Source: an optimization exercise on an open RTL-to-GDS flow (aim: small area, a short achievable clock period and few clock cycles). Production flows keep margins and buffers that such runs may drop. RTL that was checked went through simulation tests only; none was proved equivalent to the original. No functional check of the RTL was part of run 1.

[design/flow/config.mk]
export PLATFORM = sky130hd
export DESIGN_NAME = mm_top
export DESIGN_NICKNAME = mm_top
export VERILOG_FILES = /design/flow/design.v
export SDC_FILE = /design/flow/constraint.sdc
export NUM_CORES = 4
export LEC_CHECK = 0
export CAP_MARGIN = 20
export CORE_MARGIN = 2
export CORE_UTILIZATION = 40
export SETUP_SLACK_MARGIN = 3.0
export SLEW_MARGIN = 20
export TNS_END_PERCENT = 5
[design/flow/constraint.sdc]
create_clock -name core_clock -period 6.0 [get_ports {clk_i}]
set_input_delay 1.2000 -clock core_clock [delete_from_list [all_inputs] [get_ports {clk_i}]]
set_output_delay 1.2000 -clock core_clock [all_outputs]
set_load 0.01 [all_outputs]
[design/flow/design.v]
package mm_pkg;
  localparam int DATA_WIDTH = 8;                        
  localparam int N = 4;                                 
  localparam int MULTIPLY_DATA_WIDTH = 2 * DATA_WIDTH;  
  localparam int ACCUM_DATA_WIDTH = 16;                 
  localparam int ACC_WIDTH = MULTIPLY_DATA_WIDTH + ACCUM_DATA_WIDTH;
  localparam int ADDR_WIDTH = 16;                       
  localparam int MAX_MATRIX_LENGTH = 4096;              
  localparam int LEN_WIDTH = $clog2(MAX_MATRIX_LENGTH + 1);  
  localparam int FIFO_DEPTH = 4;                        
  typedef logic [DATA_WIDTH-1:0] data_t;                
  typedef logic [ACC_WIDTH-1:0]  acc_t;                 
  typedef logic [ADDR_WIDTH-1:0] addr_t;                
  typedef logic [LEN_WIDTH-1:0]  len_t;                 
  typedef data_t [N-1:0] operand_vec_t;
  typedef acc_t [N-1:0] result_row_t;
endpackage
`timescale 1ns/1ps
`timescale 1ns/1ps
`timescale 1ns/1ps
`timescale 1ns/1ps
module pp_reduce (
  input  logic [7:0]  a_i,
  input  logic [9:0]  t_i,    
  input  logic [11:0] b_i,    
  output logic [15:0] s_o,
  output logic [15:0] c_o
);
  logic [9:0] row0, row1, row2, row3;
  logic f0s, f0c, f1s, f1c, f2s, f2c, f3s, f3c, f4s, f4c, f5s, f5c, f6s, f6c, f7s, f7c, f8s, f8c, f9s, f9c, f10s, f10c, f11s, f11c, f12s, f12c, f13s, f13c, f14s, f14c, f15s, f15c;
  assign row0 = ({10{b_i[0]}} & {2'b00, a_i}) | ({10{b_i[1]}} & {1'b0, a_i, 1'b0}) |
                (({10{b_i[2]}}) & t_i);
  assign row1 = ({10{b_i[3]}} & {2'b00, a_i}) | ({10{b_i[4]}} & {1'b0, a_i, 1'b0}) |
                (({10{b_i[5]}}) & t_i);
  assign row2 = ({10{b_i[6]}} & {2'b00, a_i}) | ({10{b_i[7]}} & {1'b0, a_i, 1'b0}) |
                (({10{b_i[8]}}) & t_i);
  assign row3 = ({10{b_i[9]}} & {2'b00, a_i}) | ({10{b_i[10]}} & {1'b0, a_i, 1'b0}) |
                (({10{b_i[11]}}) & t_i);
  assign f0s = row0[6] ^ row1[4];
  assign f0c = row0[6] & row1[4];
  assign f1s = row0[7] ^ row1[5] ^ row2[3];
  assign f1c = (row0[7] & row1[5]) | (row0[7] & row2[3]) | (row1[5] & row2[3]);
  assign f2s = row0[8] ^ row1[6] ^ row2[4];
  assign f2c = (row0[8] & row1[6]) | (row0[8] & row2[4]) | (row1[6] & row2[4]);
  assign f3s = row0[9] ^ row1[7] ^ row2[5];
  assign f3c = (row0[9] & row1[7]) | (row0[9] & row2[5]) | (row1[7] & row2[5]);
  assign f4s = row1[8] ^ row2[6];
  assign f4c = row1[8] & row2[6];
  assign f5s = row1[9] ^ row2[7];
  assign f5c = row1[9] & row2[7];
  assign f6s = row0[4] ^ row1[2];
  assign f6c = row0[4] & row1[2];
  assign f7s = row0[5] ^ row1[3] ^ row2[1];
  assign f7c = (row0[5] & row1[3]) | (row0[5] & row2[1]) | (row1[3] & row2[1]);
  assign f8s = row2[2] ^ row3[0] ^ f0s;
  assign f8c = (row2[2] & row3[0]) | (row2[2] & f0s) | (row3[0] & f0s);
  assign f9s = row3[1] ^ f0c ^ f1s;
  assign f9c = (row3[1] & f0c) | (row3[1] & f1s) | (f0c & f1s);
  assign f10s = row3[2] ^ f1c ^ f2s;
  assign f10c = (row3[2] & f1c) | (row3[2] & f2s) | (f1c & f2s);
  assign f11s = row3[3] ^ f2c ^ f3s;
  assign f11c = (row3[3] & f2c) | (row3[3] & f3s) | (f2c & f3s);
  assign f12s = row3[4] ^ f3c ^ f4s;
  assign f12c = (row3[4] & f3c) | (row3[4] & f4s) | (f3c & f4s);
  assign f13s = row3[5] ^ f4c ^ f5s;
  assign f13c = (row3[5] & f4c) | (row3[5] & f5s) | (f4c & f5s);
  assign f14s = row2[8] ^ row3[6] ^ f5c;
  assign f14c = (row2[8] & row3[6]) | (row2[8] & f5c) | (row3[6] & f5c);
  assign f15s = row2[9] ^ row3[7];
  assign f15c = row2[9] & row3[7];
  assign s_o = {row3[9], row3[8], f14c, f13c, f12c, f11c, f10c, f9c, f8c, f7c, f6c, row2[0], row0[3], row0[2], row0[1], row0[0]};
  assign c_o = {1'b0, f15c, f15s, f14s, f13s, f12s, f11s, f10s, f9s, f8s, f7s, f6s, row1[1], row1[0], 1'b0, 1'b0};
endmodule
module acc_csa (
  input  logic [27:0] acc_i,
  input  logic [15:0] s_i,
  input  logic [15:0] c_i,
  output logic [27:0] x_o,
  output logic [27:0] y_o
);
  logic h0s, h0c, h1s, h1c, h2s, h2c, h3s, h3c, h4s, h4c, h5s, h5c, h6s, h6c, h7s, h7c, h8s, h8c, h9s, h9c, h10s, h10c, h11s, h11c, h12s, h12c, h13s, h13c;
  assign h0s = acc_i[2] ^ s_i[2] ^ c_i[2];
  assign h0c = (acc_i[2] & s_i[2]) | (acc_i[2] & c_i[2]) | (s_i[2] & c_i[2]);
  assign h1s = acc_i[3] ^ s_i[3] ^ c_i[3];
  assign h1c = (acc_i[3] & s_i[3]) | (acc_i[3] & c_i[3]) | (s_i[3] & c_i[3]);
  assign h2s = acc_i[4] ^ s_i[4] ^ c_i[4];
  assign h2c = (acc_i[4] & s_i[4]) | (acc_i[4] & c_i[4]) | (s_i[4] & c_i[4]);
  assign h3s = acc_i[5] ^ s_i[5] ^ c_i[5];
  assign h3c = (acc_i[5] & s_i[5]) | (acc_i[5] & c_i[5]) | (s_i[5] & c_i[5]);
  assign h4s = acc_i[6] ^ s_i[6] ^ c_i[6];
  assign h4c = (acc_i[6] & s_i[6]) | (acc_i[6] & c_i[6]) | (s_i[6] & c_i[6]);
  assign h5s = acc_i[7] ^ s_i[7] ^ c_i[7];
  assign h5c = (acc_i[7] & s_i[7]) | (acc_i[7] & c_i[7]) | (s_i[7] & c_i[7]);
  assign h6s = acc_i[8] ^ s_i[8] ^ c_i[8];
  assign h6c = (acc_i[8] & s_i[8]) | (acc_i[8] & c_i[8]) | (s_i[8] & c_i[8]);
  assign h7s = acc_i[9] ^ s_i[9] ^ c_i[9];
  assign h7c = (acc_i[9] & s_i[9]) | (acc_i[9] & c_i[9]) | (s_i[9] & c_i[9]);
  assign h8s = acc_i[10] ^ s_i[10] ^ c_i[10];
  assign h8c = (acc_i[10] & s_i[10]) | (acc_i[10] & c_i[10]) | (s_i[10] & c_i[10]);
  assign h9s = acc_i[11] ^ s_i[11] ^ c_i[11];
  assign h9c = (acc_i[11] & s_i[11]) | (acc_i[11] & c_i[11]) | (s_i[11] & c_i[11]);
  assign h10s = acc_i[12] ^ s_i[12] ^ c_i[12];
  assign h10c = (acc_i[12] & s_i[12]) | (acc_i[12] & c_i[12]) | (s_i[12] & c_i[12]);
  assign h11s = acc_i[13] ^ s_i[13] ^ c_i[13];
  assign h11c = (acc_i[13] & s_i[13]) | (acc_i[13] & c_i[13]) | (s_i[13] & c_i[13]);
  assign h12s = acc_i[14] ^ s_i[14] ^ c_i[14];
  assign h12c = (acc_i[14] & s_i[14]) | (acc_i[14] & c_i[14]) | (s_i[14] & c_i[14]);
  assign h13s = acc_i[15] ^ s_i[15];
  assign h13c = acc_i[15] & s_i[15];
  assign x_o = {acc_i[27], acc_i[26], acc_i[25], acc_i[24], acc_i[23], acc_i[22], acc_i[21], acc_i[20], acc_i[19], acc_i[18], acc_i[17], acc_i[16], h12c, h11c, h10c, h9c, h8c, h7c, h6c, h5c, h4c, h3c, h2c, h1c, h0c, h0s, acc_i[1], acc_i[0]};
  assign y_o = {1'b0, 1'b0, 1'b0, 1'b0, 1'b0, 1'b0, 1'b0, 1'b0, 1'b0, 1'b0, 1'b0, h13c, h13s, h12s, h11s, h10s, h9s, h8s, h7s, h6s, h5s, h4s, h3s, h2s, h1s, 1'b0, s_i[1], s_i[0]};
endmodule
`timescale 1ns/1ps
`timescale 1ns/1ps
module mm_top (
  input  logic         clk_i,
  input  logic         rst_n_i,
  input  logic         instr_valid_i,
  input  logic [15:0]  a_addr_i,
  input  logic [15:0]  b_addr_i,
  input  logic [15:0]  c_addr_i,
  input  logic [12:0]  len_i,
  output logic         instr_ready_o,
  output logic         done_o,
  output logic         a_rd_req_o,
  output logic [15:0]  a_rd_addr_o,
  input  logic         a_rd_valid_i,
  input  logic [31:0]  a_rd_data_i,
  output logic         b_rd_req_o,
  output logic [15:0]  b_rd_addr_o,
  input  logic         b_rd_valid_i,
  input  logic [31:0]  b_rd_data_i,
  output logic         wr_valid_o,
  output logic [15:0]  wr_addr_o,
  output logic [127:0] wr_data_o,
  input  logic         wr_ready_i
);
  localparam int AW = 28;   
  function automatic logic [39:0] triple(input logic [31:0] w);
    for (int i = 0; i < 4; i++)
      triple[10*i +: 10] = {2'b00, w[8*i +: 8]} + {1'b0, w[8*i +: 8], 1'b0};
  endfunction
  function automatic logic [47:0] pick(input logic [31:0] w);
    for (int k = 0; k < 16; k++)
      pick[3*k +: 3] = {w[2*k+1] & w[2*k], w[2*k+1] & !w[2*k], !w[2*k+1] & w[2*k]};
  endfunction
  logic busy_q, ready_q, clr_q, done_q;
  logic accept;
  assign instr_ready_o = ready_q;         
  assign accept        = instr_valid_i && ready_q;
  assign done_o        = done_q;
  logic        wr_done;
  logic [2:0]  nxt_oh_q;                  
  logic [15:0] a_addr_q, b_addr_q;
  logic [12:0] a_rem_q, b_rem_q;
  logic        a_more_q, b_more_q, a_req_q, b_req_q;
  logic        ahv_q, bhv_q;
  logic [31:0] ah_q;
  logic [47:0] bh_q;                      
  logic [39:0] a3h_q;                     
  logic [31:0] p0_q, p1_q;                
  logic [1:0]  pcnt_q;                    
  logic        pown_q;                    
  logic        a_take, b_take, fire;
  logic        a_pool, b_pool;            
  logic        a_more_d, b_more_d, ahv_d, bhv_d;
  logic [1:0]  pcnt_d;
  logic        pown_d;
  assign fire        = ahv_q && bhv_q;
  assign a_rd_req_o  = a_req_q;
  assign b_rd_req_o  = b_req_q;
  assign a_rd_addr_o = a_addr_q;
  assign b_rd_addr_o = b_addr_q;
  assign a_take      = a_req_q && a_rd_valid_i;
  assign b_take      = b_req_q && b_rd_valid_i;
  assign a_pool      = pcnt_q != 2'd0 && !pown_q;
  assign b_pool      = pcnt_q != 2'd0 && pown_q;
  always_comb begin
    a_more_d = accept || (a_more_q && !(a_take && a_rem_q == 13'd1));
    b_more_d = accept || (b_more_q && !(b_take && b_rem_q == 13'd1));
    pown_d   = pown_q;
    if (fire) begin
      ahv_d  = a_pool || a_take;
      bhv_d  = b_pool || b_take;
      pcnt_d = pcnt_q - 2'(a_pool && !a_take) - 2'(b_pool && !b_take);
    end else begin
      ahv_d  = ahv_q || a_take;
      bhv_d  = bhv_q || b_take;
      pcnt_d = pcnt_q + 2'(ahv_q && a_take) + 2'(bhv_q && b_take);
      if (ahv_q && a_take) pown_d = 1'b0;
      if (bhv_q && b_take) pown_d = 1'b1;
    end
  end
  always_ff @(posedge clk_i or negedge rst_n_i) begin
    if (!rst_n_i) begin
      a_more_q <= 1'b0; b_more_q <= 1'b0;
      a_req_q  <= 1'b0; b_req_q  <= 1'b0;
      ahv_q <= 1'b0; ah_q <= '0; a3h_q <= '0;
      bhv_q <= 1'b0; bh_q <= '0;
      pcnt_q <= 2'd0; pown_q <= 1'b0;
    end else begin
      a_more_q <= a_more_d;
      b_more_q <= b_more_d;
      ahv_q  <= ahv_d;
      bhv_q  <= bhv_d;
      pcnt_q <= pcnt_d;
      pown_q <= pown_d;
      a_req_q <= a_more_d && (!ahv_d || bhv_d || pcnt_d != 2'd2);
      b_req_q <= b_more_d && (!bhv_d || ahv_d || pcnt_d != 2'd2);
      if (fire) begin
        ah_q  <= a_pool ? p0_q : (a_take ? a_rd_data_i : 32'd0);
        a3h_q <= a_pool ? triple(p0_q) : (a_take ? triple(a_rd_data_i) : 40'd0);
        bh_q  <= b_pool ? pick(p0_q) : (b_take ? pick(b_rd_data_i) : 48'd0);
      end else begin
        if (a_take && !ahv_q) begin
          ah_q  <= a_rd_data_i;
          a3h_q <= triple(a_rd_data_i);
        end
        if (b_take && !bhv_q) bh_q <= pick(b_rd_data_i);
      end
    end
  end
  logic        p_push, p_pop;
  logic [31:0] p_in;
  assign p_pop  = fire && pcnt_q != 2'd0;
  assign p_push = fire ? ((a_pool && a_take) || (b_pool && b_take))
                       : ((ahv_q && a_take) || (bhv_q && b_take));
  assign p_in   = (fire ? b_pool : bhv_q) ? b_rd_data_i : a_rd_data_i;
  always_ff @(posedge clk_i) begin
    if (p_pop) begin
      if (p_push && pcnt_q == 2'd1) p0_q <= p_in;
      else                          p0_q <= p1_q;
      if (p_push && pcnt_q == 2'd2) p1_q <= p_in;
    end else if (p_push) begin
      if (pcnt_q == 2'd0) p0_q <= p_in;
      else                p1_q <= p_in;
    end
  end
  always_ff @(posedge clk_i) begin
    if (!busy_q) begin
      a_addr_q <= a_addr_i;
      b_addr_q <= b_addr_i;
      a_rem_q  <= len_i;
      b_rem_q  <= len_i;
    end else begin
      if (a_take) begin
        a_addr_q <= a_addr_q + 16'd1;
        a_rem_q  <= a_rem_q - 13'd1;
      end
      if (b_take) begin
        b_addr_q <= b_addr_q + 16'd1;
        b_rem_q  <= b_rem_q - 13'd1;
      end
    end
  end
  logic [15:0]   ps [16];
  logic [15:0]   pc [16];
  logic [15:0]   ps_q [16];
  logic [15:0]   pc_q [16];
  logic [AW-1:0] acc_q [16];
  logic [AW-1:0] sum3_x [16];
  logic [AW-1:0] sum3_y [16];
  logic [AW-1:0] acc_d [16];
  logic          last_fire, last1_q;
  for (genvar i = 0; i < 4; i++) begin : g_row
    for (genvar j = 0; j < 4; j++) begin : g_col
      pp_reduce u_pp (.a_i(ah_q[8*i +: 8]), .t_i(a3h_q[10*i +: 10]), .b_i(bh_q[12*j +: 12]),
                      .s_o(ps[i*4+j]), .c_o(pc[i*4+j]));
    end
  end
  assign last_fire = fire && !a_more_q && !b_more_q && pcnt_q == 2'd0;
  for (genvar l = 0; l < 16; l++) begin : g_lane
    acc_csa u_csa (.acc_i(acc_q[l]), .s_i(ps_q[l]), .c_i(pc_q[l]),
                   .x_o(sum3_x[l]), .y_o(sum3_y[l]));
    assign acc_d[l] = {AW{!clr_q}} & (sum3_x[l] + sum3_y[l]);
  end
  always_ff @(posedge clk_i) begin
    for (int l = 0; l < 16; l++) begin
      ps_q[l]  <= ps[l];
      pc_q[l]  <= pc[l];
      if (l < 4 && wr_done)
        acc_q[l] <= ({AW{nxt_oh_q[0]}} & acc_q[(l < 4) ? 4+l : l]) |
                    ({AW{nxt_oh_q[1]}} & acc_q[(l < 4) ? 8+l : l]) |
                    ({AW{nxt_oh_q[2]}} & acc_q[(l < 4) ? 12+l : l]);
      else
        acc_q[l] <= acc_d[l];
    end
  end
  logic        wr_valid_q;
  logic [1:0]  row_q;
  logic [15:0] c_addr_q;
  assign wr_valid_o = wr_valid_q;
  assign wr_addr_o  = c_addr_q;
  assign wr_done    = wr_valid_q && wr_ready_i;
  always_comb begin
    for (int j = 0; j < 4; j++) wr_data_o[32*j +: 32] = 32'(acc_q[j]);
  end
  always_ff @(posedge clk_i or negedge rst_n_i) begin
    if (!rst_n_i) begin
      busy_q     <= 1'b0;
      ready_q    <= 1'b1;
      clr_q      <= 1'b0;
      last1_q    <= 1'b0;
      done_q     <= 1'b0;
      wr_valid_q <= 1'b0;
      row_q      <= 2'd0;
      nxt_oh_q   <= 3'b001;
    end else begin
      clr_q   <= accept;
      last1_q <= last_fire;
      done_q  <= 1'b0;
      if (accept) begin
        busy_q  <= 1'b1;
        ready_q <= 1'b0;
      end
      if (last1_q) wr_valid_q <= 1'b1;
      if (wr_done) begin
        row_q    <= row_q + 2'd1;
        nxt_oh_q <= {nxt_oh_q[1:0], nxt_oh_q[2]};
        if (row_q == 2'd3) begin
          nxt_oh_q   <= 3'b001;
          wr_valid_q <= 1'b0;
          done_q     <= 1'b1;
          busy_q     <= 1'b0;
          ready_q    <= 1'b1;
        end
      end
    end
  end
  always_ff @(posedge clk_i) begin
    if (!busy_q) c_addr_q <= c_addr_i;
    else if (wr_done) c_addr_q <= c_addr_q + 16'd1;
  end
endmodule
[design/flow/run.sh]
#!/bin/bash
# synth_recipe.tcl (not shown) runs the flow's synth.tcl, then flattens the netlist and writes it again
# the make line also repeats each setting of config.mk as NAME=value (left out here)
make -C /OpenROAD-flow-scripts/flow DESIGN_CONFIG=/design/flow/config.mk WORK_HOME=/design/flow/orfs CLKGATE_MAP_FILE= SYNTH_SCRIPT=/design/flow/synth_recipe.tcl finish
==> impl_metrics.csv, run 1 <==
group,metric,value,unit
clock_tree,h-tree-depth,4,
floorplan,die_h,425,um
global_route,grt_max_degree,105,
synth,yosysWarningCount,13,
clock_tree,hold_buffers,0,
clock_tree,clock_latency,0.81,ns
clock_tree,cts_buffers,141,
sta,clock_skew,0.0380,ns
cells_and_area,num-nets-final,8330,
worst_setup_path,cp-startpoint,"a_addr_q[2]",
run,cap_violations,0,
floorplan,core-area,0.176,sq mm
synth,synthArstFlopShare,11.5,%
sta,rsz0062_at_grt,"true",
global_route,grt_usage,26.9,%
cells_and_area,layout_commonest_cell,"dfxtp_1",
global_route,grt_pass1_vias,59200,
synth,dominantRegCellSynth,"dfxtp_1",
worst_setup_path,r2r-start,"acc_q[4][13]",
detailed_routing,drc_errors,0,
floorplan,die-area,0.181,sq mm
sta,fin_setup_tns,0,ns
cells_and_area,fillers,16400,
worst_setup_path,cp_data_arrival_time,1.91,ns
detailed_routing,ant_nets,0,
placed_design,io_buffers,295,
clock_tree,root_buffer,"clkbuf_16",
sta,finalHoldViolations,0,
synth,ys_seq_elements,1186,
global_route,gr-total-overflow,0,
clock_tree,cts_sinks,1186,
sta,holdWs,0.438,ns
hold_path,min_from,"b_more_q",
worst_setup_path,crit_type,"register to output port",
worst_setup_path,crit_path_cell_trace,"clkdlybuf4s50_1",
worst_setup_path,cp.required,4.80,ns
global_route,antenna_found_initial,7,
floorplan,die_w,425,um
floorplan,start_util,40.3,%
sta,slew_viol_final,0,
cells_and_area,final_cell_count_no_fill,9795,
placed_design,place_hpwl,168000,um
worst_setup_path,critPathMaxStageDelay,0.60,ns
clock_tree,cts_tree,"yes",
cells_and_area,layout_common_cells,"dfxtp_1, nor2_1, inv_1",
worst_setup_path,cpLargestDelayFamily,"buffers and inverters",
worst_setup_path,crit_buf_inv,1,
floorplan,row_count,154,
detailed_routing,post_drt_wl_per_cell,25.6,um
run_status,outcome,"complete, no violations",
cells_and_area,drive_above_1_share,9.08,%
detailed_routing,dr.pass1.iters,12,
cells_and_area,utilization,46.4,%
cells_and_area,syn2layout_area_growth,15.2,%
placed_design,place_inst,9499,
worst_setup_path,slowest_stage,"clkdlybuf4s50_1",
synth,ys_seq_area_share,36.3,%
worst_setup_path,path_max_fanout,8,
detailed_routing,drt_iter0_markers,9443,
sta,max_freq,322,MHz
synth,syn_inst,7294,
floorplan,io_pins,312,
global_route,grt_pass1_wl,374000,um
sta,min_period,3.11,ns
synth,netlist_area,0.0710,sq mm
sta,worstMarginPinSlew,1.26,ns
sta,relSlewSlack,16.2,%
hold_path,hold_path.class,"register to register",
detailed_routing,vias_per_cell,6.13,
placed_design,gp_congestion,0.917,
clock_tree,cts_buffer_depth,3,
sta,setup_viol,0,
sta,post-route-period-util,51.8,%
synth,synth_edf_count,138,
synth,yosysUniqueCellTypes,86,
synth,synth.avg_cell_area,9.74,sq um
detailed_routing,drt-total-wl,251000,um
worst_setup_path,end_kind,"output port",
detailed_routing,vias,60000,
worst_setup_path,startpoint_type,"register",
clock_tree,clk_pin_slew,0.06,ns
==> flip-flops by register name, summed over array words and instances, names as in the netlist, 3 cells and up <==
register and flops:
nxt_oh_q 3, a3h_q 40, bh_q 48, g_lane.u_csa.c_i 208, p0_q 32, b_addr_q 16
acc_q 448, ps_q 256, p1_q 32, b_rem_q 13, a_addr_q 16, a_rem_q 13
ah_q 28, c_addr_q 16
==> layer usage <==
metal / global-route usage, % / routed length [um] / up-vias
met5: 0 / 34 / -
met4: 13.2 / 13000 / 4
met3: 7.01 / 27100 / 652
met2: 40.2 / 108000 / 3356
met1: 36.0 / 103000 / 29500
li1: - / - / 26600
==> metrics by stage <==
| stage | setup WS, ns | cell area, sq um |
|---|---|---|
| 2_1_floorplan | 2.90 | 71100 |
| 3_3_place_gp | 2.12 | 76000 |
| 3_5_place_dp | 2.13 | 76000 |
| 4_1_cts | 2.81 | 81100 |
| 5_1_grt | 2.78 | 81800 |
| 6_report | 2.89 | 81800 |
==> path summary, 6_finish.rpt <==
check                                  to  slack, ns  depth (start not counted)
max reg2reg                  acc_q[4][24]       2.90                          9
min reg2reg                       last1_q       0.44                          1
min in group asynchronous        bh_q[41]       0.46                          1
max in group asynchronous     nxt_oh_q[2]       4.19                          2
max                        a_rd_addr_o[2]       2.89                          1
min                               last1_q       0.44                          1
==> area by class of cell <==
cell class	instances	area [sq um]	area share, %
inverter	595	2230	2.73
antenna	12	30.0	0.0367
clock buffer	197	4000	4.89
clock inverter	59	727	0.888
timing repair buffer	461	4260	5.20
sequential	1186	25900	31.6
multi-input combinational	4945	41800	51.1
tap	2340	2930	3.58
==> logic make-up after synthesis <==
kind of cell,after synthesis,share of synthesized area (%)
AO/OA/AOI/OAI,1883,20.0
AND/OR/NAND/NOR,1669,11.1
flip-flops,1186,36.3
buffers and inverters,1178,6.32
adder cells (fa/ha/maj),869,19.6
XOR/XNOR,426,5.25
multiplexers,82,1.30
other,1,0.00528
==> timing repair <==
item	CTS	global route
hold endpoints to repair	0	0
pin swaps	14	23
setup buffers	11	16
setup endpoints to repair	323	352
resized for setup	71	111
==> Yosys cell counts (12+ instances only) <==
cell type  number  share of area [%]
dfxtp_1       912                 26
nor2_1        693                3.7
inv_1         595                3.1
a222oi_1      560                7.9
clkbuf_1      541                2.9
ha_1          459                8.1
a21oi_1       428                3.0
fa_1          410                 12
nand2_1       258                1.4
xor2_1        215                2.7
xnor2_1       211                2.6
o21ai_0       189                1.3
nor2b_1       144                1.3
edfxtp_1      138                5.8
dfrtp_1       134                4.7
nand3_1       130               0.92
a21o_1        107                1.1
and2_1         92               0.81
o22ai_1        87               0.77
nor3_1         79               0.56
mux2_2         75                1.2
and3_1         72               0.63
a22o_1         54               0.67
a221oi_1       51               0.63
a31oi_1        49               0.43
o211ai_1       47               0.50
nand4_1        46               0.41
or3_1          45               0.40
o21bai_1       40               0.42
a32oi_1        32               0.39
o21a_1         32               0.34
a211oi_1       28               0.30
nand2b_1       23               0.20
a22oi_1        20               0.21
a31o_2         19               0.23
buf_1          19               0.10
or2_2          17               0.15
buf_4          16               0.17
o31ai_1        15               0.16
o2111ai_1      14               0.17
or4_1          12               0.13
==> run 2: changes to the inputs <==
--- a/design/flow/design.v
+++ b/design/flow/design.v
@@ -135,7 +135,8 @@
   output logic [127:0] wr_data_o,
   input  logic         wr_ready_i
 );
-  localparam int AW = 28;   
+  localparam int AW  = 28;   
+  localparam int SPL = 13;   
   function automatic logic [39:0] triple(input logic [31:0] w);
     for (int i = 0; i < 4; i++)
       triple[10*i +: 10] = {2'b00, w[8*i +: 8]} + {1'b0, w[8*i +: 8], 1'b0};
@@ -261,7 +262,7 @@
   logic [AW-1:0] sum3_x [16];
   logic [AW-1:0] sum3_y [16];
   logic [AW-1:0] acc_d [16];
-  logic          last_fire, last1_q;
+  logic          last_fire, last1_q, last2_q;
   for (genvar i = 0; i < 4; i++) begin : g_row
     for (genvar j = 0; j < 4; j++) begin : g_col
       pp_reduce u_pp (.a_i(ah_q[8*i +: 8]), .t_i(a3h_q[10*i +: 10]), .b_i(bh_q[12*j +: 12]),
@@ -269,15 +270,23 @@
     end
   end
   assign last_fire = fire && !a_more_q && !b_more_q && pcnt_q == 2'd0;
+  logic [15:0]   cy_q;
+  logic [15:0]   cy_d;
   for (genvar l = 0; l < 16; l++) begin : g_lane
+    logic [SPL:0]    lo;
+    logic [AW-SPL-1:0] hi;
     acc_csa u_csa (.acc_i(acc_q[l]), .s_i(ps_q[l]), .c_i(pc_q[l]),
                    .x_o(sum3_x[l]), .y_o(sum3_y[l]));
-    assign acc_d[l] = {AW{!clr_q}} & (sum3_x[l] + sum3_y[l]);
+    assign lo = {1'b0, sum3_x[l][SPL-1:0]} + {1'b0, sum3_y[l][SPL-1:0]};
+    assign hi = sum3_x[l][AW-1:SPL] + sum3_y[l][AW-1:SPL] + (AW-SPL)'(cy_q[l]);
+    assign acc_d[l] = {AW{!clr_q}} & {hi, lo[SPL-1:0]};
+    assign cy_d[l]  = !clr_q && lo[SPL];
   end
   always_ff @(posedge clk_i) begin
     for (int l = 0; l < 16; l++) begin
       ps_q[l]  <= ps[l];
       pc_q[l]  <= pc[l];
+      cy_q[l]  <= cy_d[l];
       if (l < 4 && wr_done)
         acc_q[l] <= ({AW{nxt_oh_q[0]}} & acc_q[(l < 4) ? 4+l : l]) |
                     ({AW{nxt_oh_q[1]}} & acc_q[(l < 4) ? 8+l : l]) |
@@ -301,6 +310,7 @@
       ready_q    <= 1'b1;
       clr_q      <= 1'b0;
       last1_q    <= 1'b0;
+      last2_q    <= 1'b0;
       done_q     <= 1'b0;
       wr_valid_q <= 1'b0;
       row_q      <= 2'd0;
@@ -308,12 +318,13 @@
     end else begin
       clr_q   <= accept;
       last1_q <= last_fire;
+      last2_q <= last1_q;                
       done_q  <= 1'b0;
       if (accept) begin
         busy_q  <= 1'b1;
         ready_q <= 1'b0;
       end
-      if (last1_q) wr_valid_q <= 1'b1;
+      if (last2_q) wr_valid_q <= 1'b1;
       if (wr_done) begin
         row_q    <= row_q + 2'd1;
         nxt_oh_q <= {nxt_oh_q[1:0], nxt_oh_q[2]};
--- a/design/flow/config.mk
+++ b/design/flow/config.mk
@@ -7,7 +7,7 @@
 export LEC_CHECK = 0
 export CAP_MARGIN = 20
 export CORE_MARGIN = 2
-export CORE_UTILIZATION = 40
+export CORE_UTILIZATION = 60
 export SETUP_SLACK_MARGIN = 3.0
 export SLEW_MARGIN = 20
 export TNS_END_PERCENT = 5
==> run 2 against run 1 <==
Compared with the run above: clock skew decreased by 0.010 ns; first-iteration DRC count is 2.6% lower; fmax decreased by 2.4%; still clean; via count is 8.2% lower; synthesized cell count shrank 5.5%; hold slack got worse by 0.089 ns; critical path type is now register to register; count of clock-buffer cells in the layout fell by 1; worst setup slack worse by 0.075 ns; final area fell by 5.4%; global-route usage increased by 10 points.
==> impl_metrics.csv, run 2 <==
group,metric,value,unit
sta,min_period,3.18,ns
worst_setup_path,cpMostUsedCell,"nor3_1",
sta,max_freq,314,MHz
clock_tree,root_buffer,"clkbuf_16",
run,cap_violations,0,
synth,ys_seq_elements,1203,
sta,clock_skew,0.0279,ns
worst_setup_path,cp.required,6.65,ns
floorplan,row_count,124,
cells_and_area,layout_common_cells,"dfxtp_1, inv_1, nor2_1",
synth,dominantRegCellSynth,"dfxtp_1",
worst_setup_path,slowest_stage,"ha_1",
sta,post-route-period-util,53.0,%
cells_and_area,final_cell_count_no_fill,8538,
worst_setup_path,r2r_slack,2.82,ns
clock_tree,cts_buffer_depth,3,
worst_setup_path,end_kind,"register",
synth,ys_seq_area_share,37.9,%
sta,holdWs,0.349,ns
cells_and_area,syn2layout_area_growth,12.2,%
worst_setup_path,cp_data_arrival_time,3.84,ns
synth,netlist_area,0.0690,sq mm
worst_setup_path,crit_cells,9,
sta,finalHoldViolations,0,
floorplan,die_w,343,um
detailed_routing,ant_nets,0,
global_route,grt_pass1_vias,54700,
clock_tree,clk_pin_slew,0.06,ns
sta,worst_slack,2.82,ns
detailed_routing,drt_iter0_markers,9201,
run_status,outcome,"complete, no violations",
clock_tree,cts_buffers,136,
synth,synth_top_cell_by_area,"dfxtp_1",
floorplan,start_util,60.4,%
sta,setup_viol,0,
sta,slew_viol_final,0,
detailed_routing,dr.pass1.iters,15,
worst_setup_path,crit_path_cell_trace,"fa_1, ha_1, nand4_1, o211ai_1, o21ai_0, nor3_1, nor4_1, o21a_1, nor3_1",
detailed_routing,vias_per_cell,6.46,
synth,synth_top_cell_area_share,26.9,%
detailed_routing,drt-total-wl,221000,um
placed_design,place_inst,8280,
synth,syn_inst,6890,
floorplan,core-area,0.114,sq mm
global_route,gr-total-overflow,0,
worst_setup_path,r2r_cells,9,
worst_setup_path,cp-startpoint,"g_lane[14].u_csa.c_i[4]",
sta,fin_setup_tns,0,ns
synth,synthArstFlopShare,11.4,%
placed_design,place_hpwl,142000,um
cells_and_area,num-nets-final,7923,
worst_setup_path,r2r-start,"g_lane[14].u_csa.c_i[4]",
sta,relSlewSlack,18.9,%
worst_setup_path,path_max_fanout,6,
clock_tree,clock_latency,0.76,ns
worst_setup_path,startpoint_type,"register",
worst_setup_path,crit_buf_inv,0,
global_route,grt_pass1_wl,333000,um
floorplan,io_pins,312,
detailed_routing,post_drt_wl_per_cell,25.9,um
clock_tree,hold_buffers,0,
synth,synth_area_leaders,"dfxtp_1, fa_1, a222oi_1",
placed_design,gp_congestion,0.898,
synth,yosysUniqueCellTypes,80,
placed_design,io_buffers,295,
global_route,antenna_found_initial,10,
sta,rsz0062_at_grt,"true",
sta,worstMarginPinSlew,1.22,ns
clock_tree,cts_sinks,1203,
worst_setup_path,crit_type,"register to register",
cells_and_area,fillers,9079,
synth,yosysWarningCount,13,
clock_tree,h-tree-depth,4,
synth,synth_most_common_cell,"dfxtp_1",
worst_setup_path,r2r-end,"cy_q[14]",
hold_path,hold_path.class,"register to register",
global_route,grt_max_degree,126,
floorplan,die-area,0.118,sq mm
worst_setup_path,cpLargestDelayFamily,"adder cells",
detailed_routing,drc_errors,0,
synth,synth.avg_cell_area,10.0,sq um
clock_tree,cts_tree,"yes",
global_route,grt_usage,37.1,%
worst_setup_path,critPathMaxStageDelay,0.54,ns
cells_and_area,largest_reg_flops,448,
floorplan,die_h,343,um
cells_and_area,layout_commonest_cell,"dfxtp_1",
placed_design,place_ws,2.01,ns
cells_and_area,drive_above_1_share,7.08,%
detailed_routing,vias,55100,
worst_setup_path,worstSetupEndpoint,"cy_q[14]",
synth,synth_edf_count,138,
synth,synth_commonest_cells,"dfxtp_1, inv_1, nor2_1",
cells_and_area,top_register,"acc_q",
[run 2: cell types whose count changed after synthesis, moves of 38 or more]
| cell | change |
|---|---|
| inv_1 | +88 |
| a21oi_1 | -74 |
| mux2_2 | -50 |
| nor2_1 | -44 |
| o211ai_1 | -41 |
| a31oi_1 | -39 |
| xor2_1 | +38 |
[run 2: area by class of cell]
cell class | instances | area (sq um) | share of cell area [%]
clock inverter | 53 | 581 | 0.750
timing repair buffer | 426 | 3970 | 5.13
inverter | 684 | 2570 | 3.32
multi-input combinational | 4456 | 38300 | 49.4
tap | 1512 | 1890 | 2.44
antenna | 8 | 20.0 | 0.0259
clock buffer | 196 | 3930 | 5.08
sequential | 1203 | 26200 | 33.8
[run 2: worst min path at each step]
stage,endpoint,cells after the start,start,slack [ns]
final,last2_q,0,last1_q,0.35
after global routing,last2_q,0,last1_q,0.37
after CTS,last2_q,0,last1_q,0.35
after detailed placement,last2_q,0,last1_q,0.33
after global placement,last2_q,0,last1_q,0.33
after floorplan,last2_q,0,last1_q,0.33
[run 2: logic make-up after synthesis]
kind of cell	synth area share (%)
compound gates	17.6
buf+inv	6.99
flops	37.9
mux	1.10
simple gates	9.78
fa+ha+maj	20.9
other cells	0.00543
xor+xnor	5.80
[run 2: through the flow]
| stage | area, sq um | utilization, % |
|---|---|---|
| 2_1_floorplan | 69100 | - |
| 3_3_place_gp | 72800 | 63.7 |
| 3_5_place_dp | 72800 | 63.7 |
| 4_1_cts | 77300 | 67.7 |
| 5_1_grt | 77400 | 67.8 |
| 6_report | 77400 | 67.8 |
[run 2: per-layer routing]
layer	vias to the layer above	part of all wire [%]	global-route usage [%]
li1	24500	-	-
met1	26800	40	51.1
met2	3375	42	54.3
met3	520	13	10.9
met4	6	4.6	16.5
met5	-	0.018	0
[run 2: what timing repair did]
item                                    in CTS  in global routing
endpoints found under the setup margin     154                224
setup buffers                                0                  0
resized for setup                            2                 21
pin swaps                                    0                  0
cloned                                       0                  0
Testbench counts of run 2, summed over its fixed seeds: cycles 19,415.
==> run 3: changes to the inputs <==
--- a/design/flow/design.v
+++ b/design/flow/design.v
@@ -145,10 +145,10 @@
     for (int k = 0; k < 16; k++)
       pick[3*k +: 3] = {w[2*k+1] & w[2*k], w[2*k+1] & !w[2*k], !w[2*k+1] & w[2*k]};
   endfunction
-  logic busy_q, ready_q, clr_q, done_q;
+  logic busy_q, ready_n_q, clr_q, done_q;
   logic accept;
-  assign instr_ready_o = ready_q;         
-  assign accept        = instr_valid_i && ready_q;
+  assign instr_ready_o = !ready_n_q;      
+  assign accept        = instr_valid_i && !ready_n_q;
   assign done_o        = done_q;
   logic        wr_done;
   logic [2:0]  nxt_oh_q;                  
@@ -278,7 +278,9 @@
     acc_csa u_csa (.acc_i(acc_q[l]), .s_i(ps_q[l]), .c_i(pc_q[l]),
                    .x_o(sum3_x[l]), .y_o(sum3_y[l]));
     assign lo = {1'b0, sum3_x[l][SPL-1:0]} + {1'b0, sum3_y[l][SPL-1:0]};
-    assign hi = sum3_x[l][AW-1:SPL] + sum3_y[l][AW-1:SPL] + (AW-SPL)'(cy_q[l]);
+    logic [AW-SPL:0] hi2;                
+    assign hi2 = {sum3_x[l][AW-1:SPL], cy_q[l]} + {sum3_y[l][AW-1:SPL], cy_q[l]};
+    assign hi  = hi2[AW-SPL:1];
     assign acc_d[l] = {AW{!clr_q}} & {hi, lo[SPL-1:0]};
     assign cy_d[l]  = !clr_q && lo[SPL];
   end
@@ -307,7 +309,7 @@
   always_ff @(posedge clk_i or negedge rst_n_i) begin
     if (!rst_n_i) begin
       busy_q     <= 1'b0;
-      ready_q    <= 1'b1;
+      ready_n_q  <= 1'b0;
       clr_q      <= 1'b0;
       last1_q    <= 1'b0;
       last2_q    <= 1'b0;
@@ -322,7 +324,7 @@
       done_q  <= 1'b0;
       if (accept) begin
         busy_q  <= 1'b1;
-        ready_q <= 1'b0;
+        ready_n_q <= 1'b1;
       end
       if (last2_q) wr_valid_q <= 1'b1;
       if (wr_done) begin
@@ -333,7 +335,7 @@
           wr_valid_q <= 1'b0;
           done_q     <= 1'b1;
           busy_q     <= 1'b0;
-          ready_q    <= 1'b1;
+          ready_n_q  <= 1'b0;
         end
       end
     end
==> design/flow/flow/run.sh (new file) <==
#!/bin/bash
# Layout: the standard flow (standard.sh) unchanged, except that the port
# buffers are sky130_fd_sc_hd__buf_2 instead of the resizer's default pick (a
# clkdlybuf4s50 delay cell, which the timing repair then cannot resize). Every
# port still gets its own buffer.
set -euo pipefail
bash standard.sh "BUFFER_PORTS_ARGS=-buffer_cell sky130_fd_sc_hd__buf_2" finish > standard_flow.log 2>&1
==> design/flow/standard.sh (new file) <==
#!/bin/bash
# synth_recipe.tcl (not shown) runs the flow's synth.tcl, then flattens the netlist and writes it again
# the make line also repeats each setting of config.mk as NAME=value (left out here)
make -C /OpenROAD-flow-scripts/flow DESIGN_CONFIG=/design/flow/config.mk WORK_HOME=/design/flow/orfs CLKGATE_MAP_FILE= SYNTH_SCRIPT=/design/flow/synth_recipe.tcl "${@:-finish}"
--- a/design/flow/config.mk
+++ b/design/flow/config.mk
@@ -7,7 +7,7 @@
 export LEC_CHECK = 0
 export CAP_MARGIN = 20
 export CORE_MARGIN = 2
-export CORE_UTILIZATION = 60
-export SETUP_SLACK_MARGIN = 3.0
+export CORE_UTILIZATION = 55
+export SETUP_SLACK_MARGIN = 3.3
 export SLEW_MARGIN = 20
-export TNS_END_PERCENT = 5
+export TNS_END_PERCENT = 100
removed: design/flow/run.sh
==> run 3 against run 2 <==
Compared with the run above: non-clock buffer count increased by 53; via count increased by 1.8%; sequential share of layout area decreased by 0.25 points; largest cell class unchanged.
==> impl_metrics.csv, run 3 <==
group,metric,value,unit
synth,ys_seq_elements,1203,
worst_setup_path,crit_path_cell_trace,"buf_4, a222oi_1, fa_1, inv_1, fa_1",
cells_and_area,fillers,10600,
worst_setup_path,critPathMaxStageDelay,0.97,ns
synth,synthArstFlopShare,11.4,%
sta,setup_viol,0,
placed_design,dpl-instance-area,0.0720,sq mm
placed_design,io_buffers,295,
clock_tree,hold_buffers,0,
clock_tree,h-tree-depth,4,
synth,ys_seq_area_share,37.7,%
sta,max_freq,362,MHz
placed_design,place_ws,2.54,ns
global_route,gr-total-overflow,0,
cells_and_area,drive_above_1_share,13.2,%
global_route,grt_usage,35.0,%
synth,syn_inst,7017,
sta,worstMarginPinSlew,1.19,ns
detailed_routing,vias_per_cell,6.35,
sta,clock_skew,0.0223,ns
synth,yosysWarningCount,13,
floorplan,start_util,55.4,%
worst_setup_path,cp.required,6.63,ns
detailed_routing,drt-total-wl,230000,um
global_route,grt_pass1_vias,56100,
sta,post-route-period-util,46.0,%
sta,min_period,2.76,ns
clock_tree,cts_sinks,1203,
run_status,outcome,"complete, no violations",
synth,netlist_area,0.0694,sq mm
sta,finalHoldViolations,0,
clock_tree,root_buffer,"clkbuf_16",
synth,synth_top_cell_by_area,"dfxtp_1",
floorplan,core-area,0.125,sq mm
worst_setup_path,path_max_fanout,10,
placed_design,gp_congestion,0.886,
worst_setup_path,slowest_stage,"dfrtp_1",
synth,synth_edf_count,138,
global_route,grt_use_met3,7.56,%
worst_setup_path,cpMostUsedCell,"fa_1",
detailed_routing,vias,56100,
synth,yosysUniqueCellTypes,77,
clock_tree,cts_buffer_depth,3,
floorplan,die_h,359,um
global_route,grt_use_met1,46.2,%
cells_and_area,num-nets-final,8100,
floorplan,io_pins,312,
sta,rsz0062_at_grt,"true",
worst_setup_path,cp_data_arrival_time,3.39,ns
synth,synth.avg_cell_area,9.90,sq um
sta,slew_viol_final,0,
detailed_routing,ant_nets,0,
clock_tree,clock_latency,0.79,ns
cells_and_area,ff_latch_area,0.0262,sq mm
cells_and_area,multiInputGateArea,0.0398,sq mm
synth,synth_top_cell_area_share,26.8,%
sta,fin_setup_tns,0,ns
cells_and_area,final_area,0.0781,sq mm
sta,worst_slack,3.24,ns
hold_path,hold_path.class,"register to register",
synth,synth_most_common_cell,"dfxtp_1",
worst_setup_path,startpoint_type,"register",
global_route,grt_most_used_layer,"met2",
worst_setup_path,crit_buf_inv,2,
floorplan,die-area,0.129,sq mm
cells_and_area,layout_common_cells,"dfxtp_1, inv_1, nor2_1",
clock_tree,cts_tree,"yes",
floorplan,die_w,359,um
sta,relSlewSlack,20.6,%
global_route,grt_pass1_wl,346000,um
worst_setup_path,end_kind,"register",
floorplan,row_count,130,
detailed_routing,drc_errors,0,
clock_tree,cts_buffers,137,
clock_tree,clk_pin_slew,0.06,ns
synth,dominantRegCellSynth,"dfxtp_1",
detailed_routing,dr.pass1.iters,14,
run,cap_violations,0,
synth,synth_area_leaders,"dfxtp_1, fa_1, ha_1",
global_route,met2_usage,54.7,%
cells_and_area,syn2layout_area_growth,12.4,%
cells_and_area,largest_reg_flops,448,
cells_and_area,utilization,62.2,%
detailed_routing,drt_iter0_markers,8006,
worst_setup_path,crit_type,"register to register",
cells_and_area,top_register,"acc_q",
detailed_routing,post_drt_wl_per_cell,26.0,um
cells_and_area,layout_commonest_cell,"dfxtp_1",
global_route,grt_max_degree,163,
synth,synth_commonest_cells,"dfxtp_1, inv_1, nor2_1",
global_route,antenna_found_initial,8,
worst_setup_path,cpLargestDelayFamily,"adder cells",
placed_design,place_hpwl,150000,um
run 3: cell count changes after synthesis, moves of 20 or more:
cell,previous run,this run
mux2_2,25,5
xnor2_1,204,286
nand4_1,23,53
a211oi_1,36,16
a31oi_1,10,48
o21bai_1,32,64
xor2_1,253,179
nor3_1,49,85
a221oi_1,45,13
o21a_1,34,9
a21oi_1,354,387
inv_1,683,658
run 3: final cells by class:
type                            instances  share of cell area (%)
Clock inverter                         29                   0.373
Multi-Input combinational cell       4605                    51.0
Clock buffer                          213                    5.35
Inverter                              658                    3.16
Antenna cell                            6                  0.0192
Sequential cell                      1203                    33.6
Tap cell                             1650                    2.64
Timing Repair Buffer                  479                    3.83
run 3: worst paths after layout:
path / endpoint / startpoint / cells after the start / slack, ns
worst max-delay path: g_lane[11].u_csa.c_i[7] / a3h_q[23] / 5 / 3.24
worst min-delay path: last2_q / last1_q / 0 / 0.37
worst max register to register: g_lane[11].u_csa.c_i[7] / a3h_q[23] / 5 / 3.24
worst min register to register: last2_q / last1_q / 0 / 0.37
max in group asynchronous: bh_q[22] / rst_n_i / 2 / 4.17
min in group asynchronous: a3h_q[29] / rst_n_i / 1 / 0.52
run 3: metrics by stage:
step           cells  hold slack [ns]
3_3_place_gp    8548            0.337
5_1_grt         8838            0.385
2_1_floorplan   7032            0.331
6_report        8843            0.365
3_5_place_dp    8548            0.358
4_1_cts         8800            0.369
run 3: cells by family (layout without fill, tap and decap cells):
logic type      after synthesis  count (layout)  share of synthesized area (%)
buf+inv                    1227            1379                           6.85
mux                          36              36                          0.744
fa+ha+maj                   885             885                           20.6
xor+xnor                    465             465                           5.87
compound gates             1621            1623                           17.6
simple gates               1579            1580                           10.7
flops                      1203            1203                           37.7
other cells                   1              22                        0.00540
run 3: repair_timing:
action                                  in CTS  in global routing
buffers inserted                             9                 35
endpoints found under the setup margin     336                242
gates cloned                                 1                  2
pin swaps                                   20                 68
resized for setup                          118                134
run 3: metal layers:
metal	up-vias	wire (um)
met4	2	11600
met5	-	8
met2	2969	103000
met3	637	24500
li1	25000	-
met1	27500	90900
Testbench counts of run 3, summed over its fixed seeds: cycles 19,415.
==> run 4: changes to the inputs <==
--- a/design/flow/config.mk
+++ b/design/flow/config.mk
@@ -7,7 +7,7 @@
 export LEC_CHECK = 0
 export CAP_MARGIN = 20
 export CORE_MARGIN = 2
-export CORE_UTILIZATION = 55
-export SETUP_SLACK_MARGIN = 3.3
+export CORE_UTILIZATION = 65
+export SETUP_SLACK_MARGIN = 3.4
 export SLEW_MARGIN = 20
 export TNS_END_PERCENT = 100
==> run 4 against run 3 <==
Compared with the run above: still clean on timing, DRC and antenna; critical endpoint is now acc_q[3][26]; utilization up 13 points; routed wire length decreased by 0.51%; critical path type unchanged; cell count down 2.1%; fmax rose by 4.8%; register-to-register slack gained 0.13 ns.
==> impl_metrics.csv, run 4 <==
group,metric,value,unit
cells_and_area,layout_common_cells,"dfxtp_1, inv_1, nor2_1",
cells_and_area,multiInputGateArea,0.0403,sq mm
global_route,grt_pass1_vias,56600,
global_route,grt_max_degree,145,
placed_design,io_buffers,295,
cells_and_area,drive_above_1_share,16.2,%
cells_and_area,ff_latch_area,0.0263,sq mm
synth,synthSimpleGateAreaFrac,10.7,%
worst_setup_path,cp_data_arrival_time,3.30,ns
synth,dominantRegCellSynth,"dfxtp_1",
synth,synth_most_common_cell,"dfxtp_1",
run_status,outcome,"complete, no violations",
sta,max_freq,380,MHz
cells_and_area,top_register,"acc_q",
cells_and_area,fillers,7533,
sta,rsz0062_at_grt,"true",
detailed_routing,post_drt_wl_per_cell,26.5,um
worst_setup_path,startpoint_type,"register",
detailed_routing,drt_iter0_markers,9149,
synth,synth.avg_cell_area,9.90,sq um
synth,synth_top_cell_by_area,"dfxtp_1",
placed_design,place_inst,8286,
synth,synth_compound_area_share,17.6,%
clock_tree,clk_pin_slew,0.06,ns
global_route,antenna_found_initial,10,
synth,synthArstFlopShare,11.4,%
sta,relSlewSlack,20.5,%
worst_setup_path,path_max_fanout,2,
synth,ys_seq_elements,1203,
clock_tree,cts_tree,"yes",
cells_and_area,layout_commonest_cell,"dfxtp_1",
sta,post-route-period-util,43.9,%
synth,synthAdderAreaFrac,20.6,%
synth,yosysUniqueCellTypes,77,
clock_tree,cts_sinks,1203,
global_route,gr-total-overflow,0,
sta,finalHoldViolations,0,
sta,fin_setup_tns,0,ns
synth,yosysWarningCount,13,
global_route,grt_usage,40.8,%
synth,synth_area_leaders,"dfxtp_1, fa_1, ha_1",
placed_design,place_hpwl,146000,um
detailed_routing,drc_errors,0,
cells_and_area,syn2layout_area_growth,13.8,%
synth,synth_edf_count,138,
floorplan,die_w,331,um
clock_tree,cts_buffer_depth,3,
clock_tree,clock_latency,0.77,ns
floorplan,die-area,0.109,sq mm
cells_and_area,largest_reg_flops,448,
worst_setup_path,cp.required,6.67,ns
floorplan,row_count,119,
global_route,grt_pass1_wl,339000,um
detailed_routing,vias_per_cell,6.64,
floorplan,die_h,331,um
floorplan,io_pins,312,
worst_setup_path,crit_type,"register to register",
cells_and_area,num-nets-final,8171,
sta,clock_skew,0.0349,ns
floorplan,core-area,0.106,sq mm
synth,syn_inst,7017,
synth,yosys.area_share.xor_xnor,5.87,%
synth,synthMuxAreaShare,0.744,%
cells_and_area,final_cell_count_no_fill,8661,
floorplan,start_util,65.8,%
detailed_routing,drt-total-wl,229000,um
sta,setup_viol,0,
sta,slew_viol_final,0,
detailed_routing,vias,57500,
clock_tree,root_buffer,"clkbuf_16",
hold_path,hold_path.class,"register to register",
detailed_routing,ant_nets,0,
worst_setup_path,end_kind,"register",
clock_tree,h-tree-depth,4,
synth,synth_commonest_cells,"dfxtp_1, inv_1, nor2_1",
sta,min_period,2.63,ns
synth,ys_seq_area_share,37.7,%
synth,netlist_area,0.0694,sq mm
placed_design,gp_congestion,0.951,
clock_tree,cts_buffers,132,
synth,synth_top_cell_area_share,26.8,%
synth,synth_top_family_by_area,"adder cells",
sta,worstMarginPinSlew,1.19,ns
run,cap_violations,0,
detailed_routing,dr.pass1.iters,17,
==> run 4: worst paths after layout <==
kind | from | to | slack [ns] | cells after the start
min in group asynchronous | rst_n_i | a3h_q[21] | 0.53 | 1
worst max-delay path | ps_q[3][13] | acc_q[3][26] | 3.37 | 11
worst min-delay path | last1_q | last2_q | 0.36 | 0
max in group asynchronous | rst_n_i | bh_q[47] | 4.11 | 2
worst max register to register | ps_q[3][13] | acc_q[3][26] | 3.37 | 11
worst min register to register | last1_q | last2_q | 0.36 | 0
==> run 4: repair_timing <==
item	CTS	global route
cloned	2	2
setup endpoints to repair	428	308
setup buffers	56	65
hold buffers	0	0
resized for setup	176	229
hold endpoints to repair	0	0
pin swaps	60	166
==> run 4: critical path, cell delays in order (launching register included) <==
cell and delay [ns]:
dfxtp_2 0.32, inv_2 0.03, fa_1 0.54, inv_2 0.06
fa_2 0.35, a21o_1 0.21, a21oi_4 0.22, o21bai_4 0.14
nor2b_1 0.16, xnor2_1 0.12, or3_1 0.29, o21ai_0 0.09
==> run 4: layer usage <==
| layer | wire length, um | GRT usage, % | up-vias |
|---|---|---|---|
| met5 | 56 | 0.0870 | - |
| met4 | 14200 | 22.4 | 8 |
| met3 | 30200 | 12.3 | 866 |
| met2 | 100000 | 61.9 | 3593 |
| met1 | 84400 | 52.3 | 27800 |
| li1 | - | - | 25200 |
==> run 4: layout make-up <==
type	instances	area share (%)
Multi-Input combinational cell	4606	51.0
Tap cell	1391	2.20
Timing Repair Buffer	554	4.58
Inverter	658	3.13
Clock inverter	60	0.901
Clock buffer	184	4.92
Sequential cell	1203	33.2
Antenna cell	5	0.0158
==> run 4: metrics by stage <==
stage	setup WS (ns)	area [sq um]	hold slack, ns	util, %
2_1_floorplan	3.12	69600	0.331	-
3_3_place_gp	2.80	71700	0.333	67.9
3_5_place_dp	2.79	71700	0.350	67.9
4_1_cts	3.38	77500	0.365	73.4
5_1_grt	3.29	79000	0.373	74.8
6_report	3.37	79000	0.362	74.9
==> run 4: cells by family after synthesis <==
| group | after synthesis |
|---|---|
| muxes | 36 |
| and+or+nand+nor | 1579 |
| DFF | 1203 |
| AOI/OAI and AO/OA | 1621 |
| other | 1 |
| xor gates and xnor gates | 465 |
| adders and majority gates | 885 |
| buffers and inverters | 1227 |
==> run 5: changes to the inputs <==
--- a/design/flow/design.v
+++ b/design/flow/design.v
@@ -196,8 +196,7 @@
     if (!rst_n_i) begin
       a_more_q <= 1'b0; b_more_q <= 1'b0;
       a_req_q  <= 1'b0; b_req_q  <= 1'b0;
-      ahv_q <= 1'b0; ah_q <= '0; a3h_q <= '0;
-      bhv_q <= 1'b0; bh_q <= '0;
+      ahv_q <= 1'b0; bhv_q <= 1'b0;
       pcnt_q <= 2'd0; pown_q <= 1'b0;
     end else begin
       a_more_q <= a_more_d;
@@ -208,17 +207,23 @@
       pown_q <= pown_d;
       a_req_q <= a_more_d && (!ahv_d || bhv_d || pcnt_d != 2'd2);
       b_req_q <= b_more_d && (!bhv_d || ahv_d || pcnt_d != 2'd2);
-      if (fire) begin
-        ah_q  <= a_pool ? p0_q : (a_take ? a_rd_data_i : 32'd0);
-        a3h_q <= a_pool ? triple(p0_q) : (a_take ? triple(a_rd_data_i) : 40'd0);
-        bh_q  <= b_pool ? pick(p0_q) : (b_take ? pick(b_rd_data_i) : 48'd0);
-      end else begin
-        if (a_take && !ahv_q) begin
-          ah_q  <= a_rd_data_i;
-          a3h_q <= triple(a_rd_data_i);
-        end
-        if (b_take && !bhv_q) bh_q <= pick(b_rd_data_i);
+    end
+  end
+  always_ff @(posedge clk_i) begin
+    if (!busy_q) begin
+      ah_q  <= 32'd0;
+      a3h_q <= 40'd0;
+      bh_q  <= 48'd0;
+    end else if (fire) begin
+      ah_q  <= a_pool ? p0_q : (a_take ? a_rd_data_i : 32'd0);
+      a3h_q <= a_pool ? triple(p0_q) : (a_take ? triple(a_rd_data_i) : 40'd0);
+      bh_q  <= b_pool ? pick(p0_q) : (b_take ? pick(b_rd_data_i) : 48'd0);
+    end else begin
+      if (a_take && !ahv_q) begin
+        ah_q  <= a_rd_data_i;
+        a3h_q <= triple(a_rd_data_i);
       end
+      if (b_take && !bhv_q) bh_q <= pick(b_rd_data_i);
     end
   end
   logic        p_push, p_pop;
==> run 5 against run 4 <==
Compared with the run above: worst setup slack better by 0.0030 ns; non-clock buffer count down 57; critical path depth down 7; via count up 0.45%; die area up 0.45%; cell count hardly changed; global-route usage shrank 0.82 points; register-to-register slack hardly changed; largest cell class unchanged; highest routed layer unchanged.
==> impl_metrics.csv, run 5 <==
group,metric,value,unit
synth,synth.avg_cell_area,9.89,sq um
sta,fin_setup_tns,0,ns
cells_and_area,top_register,"acc_q",
synth,synth_commonest_cells,"dfxtp_1, inv_1, nor2_1",
worst_setup_path,slowest_stage,"dfxtp_2",
hold_path,holdPathStages,0,
worst_setup_path,r2r_cells,4,
global_route,antenna_found_initial,12,
cells_and_area,layout_common_cells,"dfxtp_1, inv_1, nor2_1",
cells_and_area,num-nets-final,8147,
floorplan,start_util,65.3,%
detailed_routing,drt-total-wl,226000,um
sta,min_period,2.63,ns
worst_setup_path,crit_path_cell_trace,"a222oi_1, fa_1, inv_1, fa_1",
synth,ys_seq_elements,1203,
floorplan,row_count,120,
worst_setup_path,path_max_fanout,38,
synth,synth_edf_count,138,
cells_and_area,drive_above_1_share,14.2,%
placed_design,place_inst,8324,
global_route,gr-total-overflow,0,
cells_and_area,layout_commonest_cell,"dfxtp_1",
cells_and_area,utilization,72.8,%
worst_setup_path,cp_data_arrival_time,3.25,ns
worst_setup_path,end_kind,"register",
sta,rsz0062_at_grt,"true",
run,cap_violations,0,
placed_design,io_buffers,295,
clock_tree,clock_latency,0.77,ns
synth,ys_seq_area_share,36.7,%
floorplan,die_w,332,um
worst_setup_path,startpoint_type,"register",
detailed_routing,post_drt_wl_per_cell,26.1,um
cells_and_area,syn2layout_area_growth,11.4,%
sta,clock_skew,0.0265,ns
floorplan,io_pins,312,
synth,synthArstFlopShare,1.75,%
sta,post-route-period-util,43.9,%
sta,worst_slack,3.37,ns
floorplan,core-area,0.107,sq mm
synth,dominantRegCellSynth,"dfxtp_1",
clock_tree,root_buffer,"clkbuf_16",
synth,syn_inst,7055,
floorplan,die-area,0.110,sq mm
worst_setup_path,critPathMaxStageDelay,1.06,ns
clock_tree,h-tree-depth,4,
detailed_routing,vias_per_cell,6.67,
detailed_routing,vias,57800,
clock_tree,clk_pin_slew,0.06,ns
synth,netlist_area,0.0698,sq mm
detailed_routing,drc_errors,0,
placed_design,place_ws,2.62,ns
clock_tree,cts_buffers,135,
global_route,grt_pass1_vias,56500,
clock_tree,cts_sinks,1203,
detailed_routing,dr.pass1.iters,17,
sta,holdWs,0.363,ns
detailed_routing,ant_nets,0,
global_route,grt_usage,40.0,%
worst_setup_path,cp.required,6.62,ns
cells_and_area,final_cell_count_no_fill,8656,
detailed_routing,drt_iter0_markers,10100,
worst_setup_path,crit_type,"register to register",
run_status,outcome,"complete, no violations",
synth,synth_area_leaders,"dfxtp_1, fa_1, ha_1",
global_route,grt_pass1_wl,340000,um
sta,slew_viol_final,0,
floorplan,die_h,332,um
hold_path,hold_path.class,"register to register",
sta,relSlewSlack,23.1,%
sta,max_freq,380,MHz
sta,worstMarginPinSlew,1.15,ns
global_route,grt_max_degree,131,
placed_design,gp_congestion,0.943,
sta,setup_viol,0,
worst_setup_path,cpMostUsedCell,"fa_1",
clock_tree,cts_tree,"yes",
synth,synth_most_common_cell,"dfxtp_1",
clock_tree,hold_buffers,0,
cells_and_area,largest_reg_flops,448,
synth,synth_top_cell_area_share,30.0,%
synth,yosysUniqueCellTypes,80,
placed_design,place_hpwl,143000,um
synth,synth_top_cell_by_area,"dfxtp_1",
clock_tree,cts_buffer_depth,3,
synth,yosysWarningCount,13,
sta,finalHoldViolations,0,
-- run 5: cell types whose count changed in the layout (fill, tap and decap cells not counted), moves of 38 or more --
cell and delta:
a21oi_1 -45, buf_4 -52, dfrtp_1 -92, dfxtp_1 +115
inv_1 +48, nand2_1 -49, o211ai_1 +38
-- run 5: worst max-delay path, delay by kind of cell, from the launching register on --
kind	cells	cell delay, ns
AOI/OAI and AO/OA	1	0.28
buffers and inverters	1	0.06
adders and majority gates	2	1.07
DFF	1	1.06
-- run 5: final timing paths --
check	slack, ns	startpoint	endpoint
setup reg to reg	3.37	bh_q[5]	g_lane[8].u_csa.c_i[7]
min in group asynchronous	0.43	rst_n_i	clr_q
hold reg to reg	0.36	last1_q	last2_q
hold / removal	0.36	last1_q	last2_q
setup / recovery	3.37	bh_q[5]	g_lane[8].u_csa.c_i[7]
max in group asynchronous	5.14	rst_n_i	nxt_oh_q[1]
-- run 5: area by class of cell --
cell class              count  area, sq um
diodes                     13         32.5
well taps                1403         1760
clock buffers             208         4080
multi-input cells        4594        40200
flip-flops and latches   1203        25600
fillers                  7978        29100
inverters                 700         2630
clock inverters            38          293
repair buffers            497         3090
-- run 5: cell families (layout without fill, tap and decap cells) --
logic type | count (synthesis) | after routing | synth area share (%)
AO/OA/AOI/OAI | 1679 | 1680 | 18.7
AND/OR/NAND/NOR | 1470 | 1471 | 9.91
buffers and inverters | 1275 | 1443 | 7.11
flip-flops | 1203 | 1203 | 36.7
adder cells (fa/ha/maj) | 885 | 885 | 20.5
XOR/XNOR | 484 | 484 | 6.08
multiplexers | 58 | 58 | 1.10
other | 1 | 29 | 0.00538
-- run 5: metrics by stage --
stage | area, sq um
floorplan | 69900
global placement | 71900
detailed placement | 71900
CTS | 76800
global route | 77700
finish | 77700
-- run 5: per-layer routing --
layer / share of wire [%] / up-vias / GRT usage, % / wire, um
met1: 38 / 27900 / 53.4 / 86400
li1: - / 25400 / - / -
met3: 13 / 715 / 11.5 / 29900
met5: 0.0058 / - / 0 / 13
met4: 5.9 / 2 / 20.8 / 13300
met2: 43 / 3778 / 59.0 / 96000
-- run 5: repair_timing --
item	4_1_cts	5_1_grt
resized for setup	68	119
gates cloned	0	2
setup endpoints to repair	266	263
buffers inserted	34	36
pin swaps	9	49
Testbench counts of run 5, summed over its fixed seeds: cycles 19,415.

static timing again, ports no longer ideal:
The flow's constraints put no driver on any port. The routed layouts listed below were extracted and timed again, unchanged, in two steps. Step 1 sets driving cells, clkbuf_16 on the clock port and buf_2 on the other inputs (assumed; they add their load-dependent delay and slew). Step 2 also shifts input and output timing later by t, the mid clock arrival at the registers, as if the neighbouring blocks saw the same clock. a / b / c = ideal / step 1 / step 2; a / b = the first two.
run | t, ns | slack for setup (ns) | worst setup path at the end | clock arrival spread, ns | worst slew at a driven data input, ns
run 1 | 0.875 | 2.893 / 2.807 / 2.152 | input to register | 0.041 / 0.040 | 0.12
run 2 | 0.831 | 2.818 / 2.818 / 2.245 | input to register | 0.028 / 0.028 | 0.11
run 3 | 0.862 | 3.240 / 3.236 / 2.789 | input to register | 0.025 / 0.026 | 0.08
run 4 | 0.830 | 3.366 / 3.346 / 2.799 | input to register | 0.034 / 0.035 | 0.09
run 5 | 0.834 | 3.369 / 3.300 / 2.789 | input to register | 0.028 / 0.028 | 0.11
After both steps setup and hold are still met in every run listed. The setup slack of run 1, which loses most, moves by -0.086 ns with the drivers and by -0.741 ns with both steps.
